Context: an optimization exercise on an open-source flow, tuned for small area and few clock cycles per item. The choices shown serve that exercise and are no tape-out recipe. In this exercise RTL edits were held to simulation tests only and were not proved equivalent to the original.

==> 05-21: inputs <==
## event_countdown_calc_core
module event_countdown_calc_core (
  input  logic                   clk,
  input  logic                   rst_n,
  input  logic                   start,
  output logic                   busy,
  input  ecc_pkg::year_t         in_now_year,
  input  ecc_pkg::month_t        in_now_month,
  input  ecc_pkg::day_t          in_now_day,
  input  ecc_pkg::hour_t         in_now_hour,
  input  ecc_pkg::min_t          in_now_minute,
  input  ecc_pkg::sec_t          in_now_second,
  output logic                   out_valid,
  output ecc_pkg::days_t         out_days_left,
  output ecc_pkg::hour_t         out_hours_left,
  output ecc_pkg::min_t          out_minutes_left,
  output ecc_pkg::sec_t          out_seconds_left,
  output logic                   out_event_passed,
  input  logic                   cfg_valid,
  output logic                   cfg_ready,
  input  logic [ecc_pkg::CIDX_W-1:0] cfg_index,
  input  logic [ecc_pkg::CDAT_W-1:0] cfg_data
);
==> flow/config.mk <==
export PLATFORM = sky130hd
export DESIGN_NAME = event_countdown_calc_core
export DESIGN_NICKNAME = event_countdown_calc_core
export VERILOG_FILES = /design/flow/design.v
export SDC_FILE = /design/flow/constraint.sdc
export NUM_CORES = 4
export LEC_CHECK = 0
export ABC_AREA = 1
export CAP_MARGIN = 20
export CORE_MARGIN = 2
export CORE_UTILIZATION = 40
export CTS_BUF_LIST = sky130_fd_sc_hd__clkbuf_4 sky130_fd_sc_hd__clkbuf_8
export SLEW_MARGIN = 20
export SYNTH_HIERARCHICAL = 1
export SYNTH_MINIMUM_KEEP_SIZE = 0
==> flow/constraint.sdc <==
create_clock -name core_clock -period 12.0 [get_ports {clk}]
set_input_delay 2.4000 -clock core_clock [delete_from_list [all_inputs] [get_ports {clk}]]
set_output_delay 2.4000 -clock core_clock [all_outputs]
set_load 0.01 [all_outputs]
standard.sh (not shown) runs the stock make flow with config.mk's settings and CLKGATE_MAP_FILE= SYNTH_SCRIPT=/design/flow/synth_recipe.tcl, a recipe that flattens the netlist after the stock synthesis.
==> flow/flow/run.sh <==
#!/bin/bash
# The standard layout with two changes:
#  1. after the standard synthesis, the combinational logic between the
#     standard synthesis's registers and full adder cells is re-mapped by ABC with
#     an area script (reopt.ys); registers, full adder cells, ports and their
#     names are kept as they are;
#  2. the port buffers are plain sky130_fd_sc_hd__buf_1 cells
#     (buffer_ports -buffer_cell) instead of the delay cells buffer_ports
#     picks by default. Every port still gets a buffer.
set -euo pipefail
HERE=$(pwd)
PORTS="BUFFER_PORTS_ARGS=-buffer_cell sky130_fd_sc_hd__buf_1"
RES=$HERE/orfs/results/$FLOW_PLATFORM/event_countdown_calc_core/base
YOSYS=$FLOW_HOME/../tools/install/yosys/bin/yosys
bash standard.sh "$PORTS" "$RES/1_2_yosys.v" > standard_synth.log 2>&1
cp "$RES/1_2_yosys.v" "$HERE/standard_1_2_yosys.v"
sed -e "s#@LIB@#$FLOW_HOME/platforms/sky130hd/lib/sky130_fd_sc_hd__tt_025C_1v80.lib#g" \
    -e "s#@IN@#$HERE/standard_1_2_yosys.v#g" -e "s#@OUT@#$HERE/reopt_1_2_yosys.v#g" \
    -e "s#@ABC@#$HERE/flow/reopt.abc#g" -e "s#@TOP@#$FLOW_TOP#g" flow/reopt.ys > reopt_run.ys
"$YOSYS" -l reopt_yosys.log -q reopt_run.ys > reopt_stdout.log 2>&1
cp "$HERE/reopt_1_2_yosys.v" "$RES/1_2_yosys.v"
touch "$RES/1_2_yosys.v" "$RES/1_2_yosys.sdc"
bash standard.sh "$PORTS" finish > standard_flow.log 2>&1
==> flow/flow/reopt.abc <==
strash
dch
map -a
mfs2
strash
dch
map -a
mfs2
strash
dch
map -a
topo
Other scripts of this flow, unchanged in this note and not shown: flow/flow/reopt.ys
==> 10-22 (differences from 05-21) <==
--- a/flow/design.v
+++ b/flow/design.v
@@ -89,12 +89,14 @@
   ecc_pkg::hour_t  ev_hour_n;
   ecc_pkg::min_t   ev_minute_n;
   logic [15:0]     dy;
   logic [11:0]     k;
   logic [4:0]      nv;
-  ecc_pkg::month_t ev_month;
-  logic            wr_r, wr2_r;
+  logic            wr_r;
+  ecc_pkg::year_t  ev_year_x;
+  ecc_pkg::month_t ev_month_x;
+  ecc_pkg::day_t   ev_day_x;
   logic [10:0]     pe_r;
   ecc_pkg::hour_t  t_hours;
   ecc_pkg::min_t   t_minutes;
   ecc_pkg::sec_t   t_seconds;
   logic [1:0]      t_carry2;
@@ -474,11 +476,11 @@
   logic k351_;
   logic o352_;
   logic k353_;
   logic o354_;
   logic bc355_;
-  assign busy      = wr_r || wr2_r;
+  assign busy      = cfg_valid || wr_r;
   assign cfg_ready = 1'b1;
   always_ff @(posedge clk) begin
     if (!rst_n) begin
       ev_year_n   <= ~ecc_pkg::RST_YEAR;
       ev_month_n  <= ~ecc_pkg::RST_MONTH;
@@ -494,10 +496,13 @@
         3'd4: ev_minute_n <= ~cfg_data[ecc_pkg::MIN_W-1:0];
         default: ;
       endcase
     end
   end
+  assign ev_year_x  = (cfg_valid && cfg_index == 3'd0) ? ~cfg_data : ev_year_n;
+  assign ev_month_x = (cfg_valid && cfg_index == 3'd1) ? ~cfg_data[ecc_pkg::MONTH_W-1:0] : ev_month_n;
+  assign ev_day_x   = (cfg_valid && cfg_index == 3'd2) ? ~cfg_data[ecc_pkg::DAY_W-1:0] : ev_day_n;
   assign s_split = ecc_pkg::sec_split(in_now_second);
   assign bs = s_split[7:6];
   assign t_seconds = s_split[5:0];
   ecc_fa u_s1_ (.a(in_now_minute[0]), .b(ev_minute_n[0]), .c(bs[0]), .s(s1_), .co(c2_));
   ecc_fa u_s3_ (.a(in_now_minute[1]), .b(ev_minute_n[1]), .c(bs[1]), .s(s3_), .co(c4_));
@@ -539,15 +544,15 @@
   assign th[4] = s41_;
   assign th[5] = s43_;
   assign th[6] = c44_;
   assign t_carry2 = (th <= 7'd8) ? 2'd0 : (th <= 7'd32) ? 2'd1 : (th <= 7'd56) ? 2'd2 : 2'd3;
   assign t_hours = 5'(~th[4:0] + {t_carry2[1], !t_carry2[0], 3'b001});
-  assign ys = busy ? ~ev_year_n : in_now_year;
-  assign ms = busy ? ~ev_month_n : in_now_month;
-  assign ds = busy ? ~ev_day_n : in_now_day;
+  assign ys = busy ? ~ev_year_x : in_now_year;
+  assign ms = busy ? ~ev_month_x : in_now_month;
+  assign ds = busy ? ~ev_day_x : in_now_day;
   assign pe_g = busy ? 11'd0 : pe_r;
-  assign nv_g = wr2_r ? nv_r : 5'd0;
+  assign nv_g = wr_r ? nv_r : 5'd0;
   assign ne = (ys[1:0] != 2'd0) || (ms > 4'd2);
   assign cn = ecc_pkg::cum_days(ms);
   assign n45_ = ~ne;
   ecc_fa u_s46_ (.a(ys[3]), .b(ys[6]), .c(n45_), .s(s46_), .co(c47_));
   ecc_fa u_s48_ (.a(ys[2]), .b(ys[4]), .c(ys[7]), .s(s48_), .co(c49_));
@@ -811,23 +816,21 @@
   assign out_minutes_left = pas ? 6'd0  : sat ? 6'd59     : minutes_r;
   assign out_seconds_left = pas ? 6'd0  : sat ? 6'd59     : seconds_r;
   assign out_event_passed = pas;
   always_ff @(posedge clk) begin
     if (!rst_n) begin
-      v_r   <= 1'b0;
-      wr_r  <= 1'b0;
-      wr2_r <= 1'b0;
+      v_r  <= 1'b0;
+      wr_r <= 1'b0;
     end else begin
-      v_r   <= start && !busy;
-      wr_r  <= cfg_valid;
-      wr2_r <= wr_r;
+      v_r  <= start && !busy;
+      wr_r <= cfg_valid;
     end
   end
   always_ff @(posedge clk) begin
     if (!rst_n) begin
       pe_r <= ecc_pkg::RST_PE;
-    end else if (wr2_r) begin
+    end else if (wr_r) begin
       pe_r <= ~k[10:0];
     end
   end
   always_ff @(posedge clk) begin
     dy_r      <= dy;
==> flow/flow/run.sh (replaced) <==
#!/bin/bash
# The standard layout with two changes:
#  1. after the standard synthesis, the combinational logic between the
#     standard synthesis's registers and full adder cells is re-mapped by ABC
#     with an area script (reopt.ys, reopt.abc); registers, full adder cells,
#     ports and their names are kept as they are. If the re-mapped netlist
#     looks wrong (too few logic cells) the standard netlist is used as is;
#  2. the port buffers are plain sky130_fd_sc_hd__buf_1 cells
#     (buffer_ports -buffer_cell) instead of the delay cells buffer_ports
#     picks by default. Every port still gets a buffer.
set -euo pipefail
HERE=$(pwd)
PORTS="BUFFER_PORTS_ARGS=-buffer_cell sky130_fd_sc_hd__buf_1"
RES=$HERE/orfs/results/$FLOW_PLATFORM/event_countdown_calc_core/base
YOSYS=$FLOW_HOME/../tools/install/yosys/bin/yosys
bash standard.sh "$PORTS" "$RES/1_2_yosys.v" > standard_synth.log 2>&1
cp "$RES/1_2_yosys.v" "$HERE/standard_1_2_yosys.v"
sed -e "s#@LIB@#$FLOW_HOME/platforms/sky130hd/lib/sky130_fd_sc_hd__tt_025C_1v80.lib#g" \
    -e "s#@IN@#$HERE/standard_1_2_yosys.v#g" -e "s#@OUT@#$HERE/reopt_1_2_yosys.v#g" \
    -e "s#@ABC@#$HERE/flow/reopt.abc#g" -e "s#@TOP@#$FLOW_TOP#g" flow/reopt.ys > reopt_run.ys
# count the logic cells other than registers and full adders
logic_cells() { grep -E '^ *sky130_fd_sc_hd__' "$1" | grep -vcE 'sky130_fd_sc_hd__(dfxtp|fa)_' || true; }
if "$YOSYS" -l reopt_yosys.log -q reopt_run.ys > reopt_stdout.log 2>&1; then
  std=$(logic_cells "$HERE/standard_1_2_yosys.v")
  new=$(logic_cells "$HERE/reopt_1_2_yosys.v")
  echo "logic cells: standard $std, re-mapped $new" > reopt_check.log
  if (( new * 2 >= std )); then
    cp "$HERE/reopt_1_2_yosys.v" "$RES/1_2_yosys.v"
  else
    echo "re-mapped netlist refused, standard netlist kept" >> reopt_check.log
  fi
else
  echo "re-mapping failed, standard netlist kept" > reopt_check.log
fi
touch "$RES/1_2_yosys.v" "$RES/1_2_yosys.sdc"
bash standard.sh "$PORTS" finish > standard_flow.log 2>&1
==> flow/flow/reopt.abc (replaced) <==
strash
dch
amap
mfs2
strash
dch
amap
mfs2
strash
dch
amap
topo
Settings changed: CORE_UTILIZATION 40 to 65, CTS_BUF_LIST sky130_fd_sc_hd__clkbuf_4 sky130_fd_sc_hd__clkbuf_8 to sky130_fd_sc_hd__clkbuf_8.
==> 05-23 (differences from 05-21) <==
==> flow/flow/run.sh (replaced) <==
#!/bin/bash
# The standard layout with two changes:
#  1. after the standard synthesis, the combinational logic between the
#     standard synthesis's registers and full adder cells is re-mapped by ABC
#     with an area script (reopt.ys, reopt.abc); registers, full adder cells,
#     ports and their names are kept as they are. If the re-mapped netlist
#     looks wrong (too few logic cells) the standard netlist is used as is;
#  2. the port buffers are plain sky130_fd_sc_hd__buf_1 cells
#     (buffer_ports -buffer_cell) instead of the delay cells buffer_ports
#     picks by default. Every port still gets a buffer.
set -euo pipefail
HERE=$(pwd)
PORTS="BUFFER_PORTS_ARGS=-buffer_cell sky130_fd_sc_hd__buf_1"
RES=$HERE/orfs/results/$FLOW_PLATFORM/event_countdown_calc_core/base
YOSYS=$FLOW_HOME/../tools/install/yosys/bin/yosys
bash standard.sh "$PORTS" "$RES/1_2_yosys.v" > standard_synth.log 2>&1
cp "$RES/1_2_yosys.v" "$HERE/standard_1_2_yosys.v"
sed -e "s#@LIB@#$FLOW_HOME/platforms/sky130hd/lib/sky130_fd_sc_hd__tt_025C_1v80.lib#g" \
    -e "s#@IN@#$HERE/standard_1_2_yosys.v#g" -e "s#@OUT@#$HERE/reopt_1_2_yosys.v#g" \
    -e "s#@ABC@#$HERE/flow/reopt.abc#g" -e "s#@TOP@#$FLOW_TOP#g" flow/reopt.ys > reopt_run.ys
# count the logic cells other than registers and full adders
logic_cells() { grep -E '^ *sky130_fd_sc_hd__' "$1" | grep -vcE 'sky130_fd_sc_hd__(dfxtp|fa)_' || true; }
if "$YOSYS" -l reopt_yosys.log -q reopt_run.ys > reopt_stdout.log 2>&1; then
  std=$(logic_cells "$HERE/standard_1_2_yosys.v")
  new=$(logic_cells "$HERE/reopt_1_2_yosys.v")
  echo "logic cells: standard $std, re-mapped $new" > reopt_check.log
  if (( new * 2 >= std )); then
    cp "$HERE/reopt_1_2_yosys.v" "$RES/1_2_yosys.v"
  else
    echo "re-mapped netlist refused, standard netlist kept" >> reopt_check.log
  fi
else
  echo "re-mapping failed, standard netlist kept" > reopt_check.log
fi
touch "$RES/1_2_yosys.v" "$RES/1_2_yosys.sdc"
bash standard.sh "$PORTS" finish > standard_flow.log 2>&1
==> flow/flow/reopt.abc (replaced) <==
strash
dch
amap
mfs2
strash
dch
amap
mfs2
strash
dch
amap
topo
Settings changed: CTS_BUF_LIST sky130_fd_sc_hd__clkbuf_4 sky130_fd_sc_hd__clkbuf_8 to sky130_fd_sc_hd__clkbuf_8.
==> 03-28 (differences from 05-21) <==
==> flow/flow/run.sh (replaced) <==
#!/bin/bash
# The standard layout with two changes:
#  1. after the standard synthesis, the combinational logic between the
#     standard synthesis's registers and full adder cells is re-mapped by ABC
#     with an area script (reopt.ys, reopt.abc); registers, full adder cells,
#     ports and their names are kept as they are. If the re-mapped netlist
#     looks wrong (too few logic cells) the standard netlist is used as is;
#  2. the port buffers are plain sky130_fd_sc_hd__buf_1 cells
#     (buffer_ports -buffer_cell) instead of the delay cells buffer_ports
#     picks by default. Every port still gets a buffer.
set -euo pipefail
HERE=$(pwd)
PORTS="BUFFER_PORTS_ARGS=-buffer_cell sky130_fd_sc_hd__buf_1"
RES=$HERE/orfs/results/$FLOW_PLATFORM/event_countdown_calc_core/base
YOSYS=$FLOW_HOME/../tools/install/yosys/bin/yosys
bash standard.sh "$PORTS" "$RES/1_2_yosys.v" > standard_synth.log 2>&1
cp "$RES/1_2_yosys.v" "$HERE/standard_1_2_yosys.v"
sed -e "s#@LIB@#$FLOW_HOME/platforms/sky130hd/lib/sky130_fd_sc_hd__tt_025C_1v80.lib#g" \
    -e "s#@IN@#$HERE/standard_1_2_yosys.v#g" -e "s#@OUT@#$HERE/reopt_1_2_yosys.v#g" \
    -e "s#@ABC@#$HERE/flow/reopt.abc#g" -e "s#@TOP@#$FLOW_TOP#g" flow/reopt.ys > reopt_run.ys
# count the logic cells other than registers and full adders
logic_cells() { grep -E '^ *sky130_fd_sc_hd__' "$1" | grep -vcE 'sky130_fd_sc_hd__(dfxtp|fa)_' || true; }
if "$YOSYS" -l reopt_yosys.log -q reopt_run.ys > reopt_stdout.log 2>&1; then
  std=$(logic_cells "$HERE/standard_1_2_yosys.v")
  new=$(logic_cells "$HERE/reopt_1_2_yosys.v")
  echo "logic cells: standard $std, re-mapped $new" > reopt_check.log
  if (( new * 2 >= std )); then
    cp "$HERE/reopt_1_2_yosys.v" "$RES/1_2_yosys.v"
  else
    echo "re-mapped netlist refused, standard netlist kept" >> reopt_check.log
  fi
else
  echo "re-mapping failed, standard netlist kept" > reopt_check.log
fi
touch "$RES/1_2_yosys.v" "$RES/1_2_yosys.sdc"
bash standard.sh "$PORTS" finish > standard_flow.log 2>&1
==> flow/flow/reopt.abc (replaced) <==
strash
dch
amap
mfs2
strash
dch
amap
mfs2
strash
dch
amap
topo
Settings changed: CORE_UTILIZATION 40 to 80, CTS_BUF_LIST sky130_fd_sc_hd__clkbuf_4 sky130_fd_sc_hd__clkbuf_8 to sky130_fd_sc_hd__clkbuf_8.
==> qor summary <==
	05-23	05-21	03-28	10-22
Core Region	0.01647 sq mm	0.01664 sq mm	0.008134 sq mm	0.009864 sq mm
Global routing met2 resource utilization	0.3071	0.2860	0.7664	0.4945
Placed cell count	1022	1083	906	931
Non-clock buffer share	0.05878	0.05268	0.05658	0.06015
Maximum number of pins on one net before global-route repair	36	38	36	37
Fraction of standard cell area that is sequential	0.2575	0.2550	0.2640	0.2608
Placer Congestion	0.8334	0.8575	0.9276	0.9310
R2R depth	23	22	23	23
Detailed-route wire length per cell	14.73 um	14.52 um	22.39 um	15.59 um
Post-Place Cell Area	0.007375 sq mm	0.007507 sq mm	0.007223 sq mm	0.007262 sq mm
Clock edge transition at the registers on the reported setup and hold paths	0.10 ns	0.09 ns	0.11 ns	0.08 ns
Final non-filler cell total	1039	1099	922	946
Max incr delay on CP	0.65 ns	0.53 ns	0.76 ns	0.57 ns
Global routing usage on met1	0.2514	0.2742	0.5242	0.3716
Result of the run	finished clean	finished clean	finished clean	finished clean
Fraction of area in multi-input gates	0.5782	0.5907	0.5929	0.5993
Testbench counts of 05-21, summed over its fixed seeds: cycles 16,232, items 16,000.
Testbench counts of 10-22, summed over its fixed seeds: cycles 16,200, items 16,000.
Testbench counts of 05-23, summed over its fixed seeds: cycles 16,232, items 16,000.
Testbench counts of 03-28, summed over its fixed seeds: cycles 16,232, items 16,000.

static timing again, ports no longer ideal:
The flow's constraints put no driver on any port. The routed layouts listed below were extracted and timed again, unchanged, in two steps. Step 1 sets driving cells, clkbuf_16 on the clock port and buf_2 on the other inputs (assumed; they add their load-dependent delay and slew). Step 2 times the ports against the registers' clock, not the clock port: input delays grow and output delays shrink by t, the midpoint of the rising clock arrivals with the driver on. a / b / c = ideal / step 1 / step 2; a / b = the first two.
run	shift t [ns]	setup slack, ns	hold slack, ns	worst setup path after step 2
05-21	0.413	1.887 / 1.851 / 2.265	0.484 / 0.484 / 0.484	register to output
10-22	0.405	1.116 / 1.079 / 1.484	0.469 / 0.469 / 0.469	register to output
05-23	0.410	1.043 / 1.005 / 1.416	0.466 / 0.466 / 0.466	register to output
03-28	0.420	0.895 / 0.856 / 1.277	0.476 / 0.476 / 0.476	register to output
After both steps every run listed still meets setup and hold.
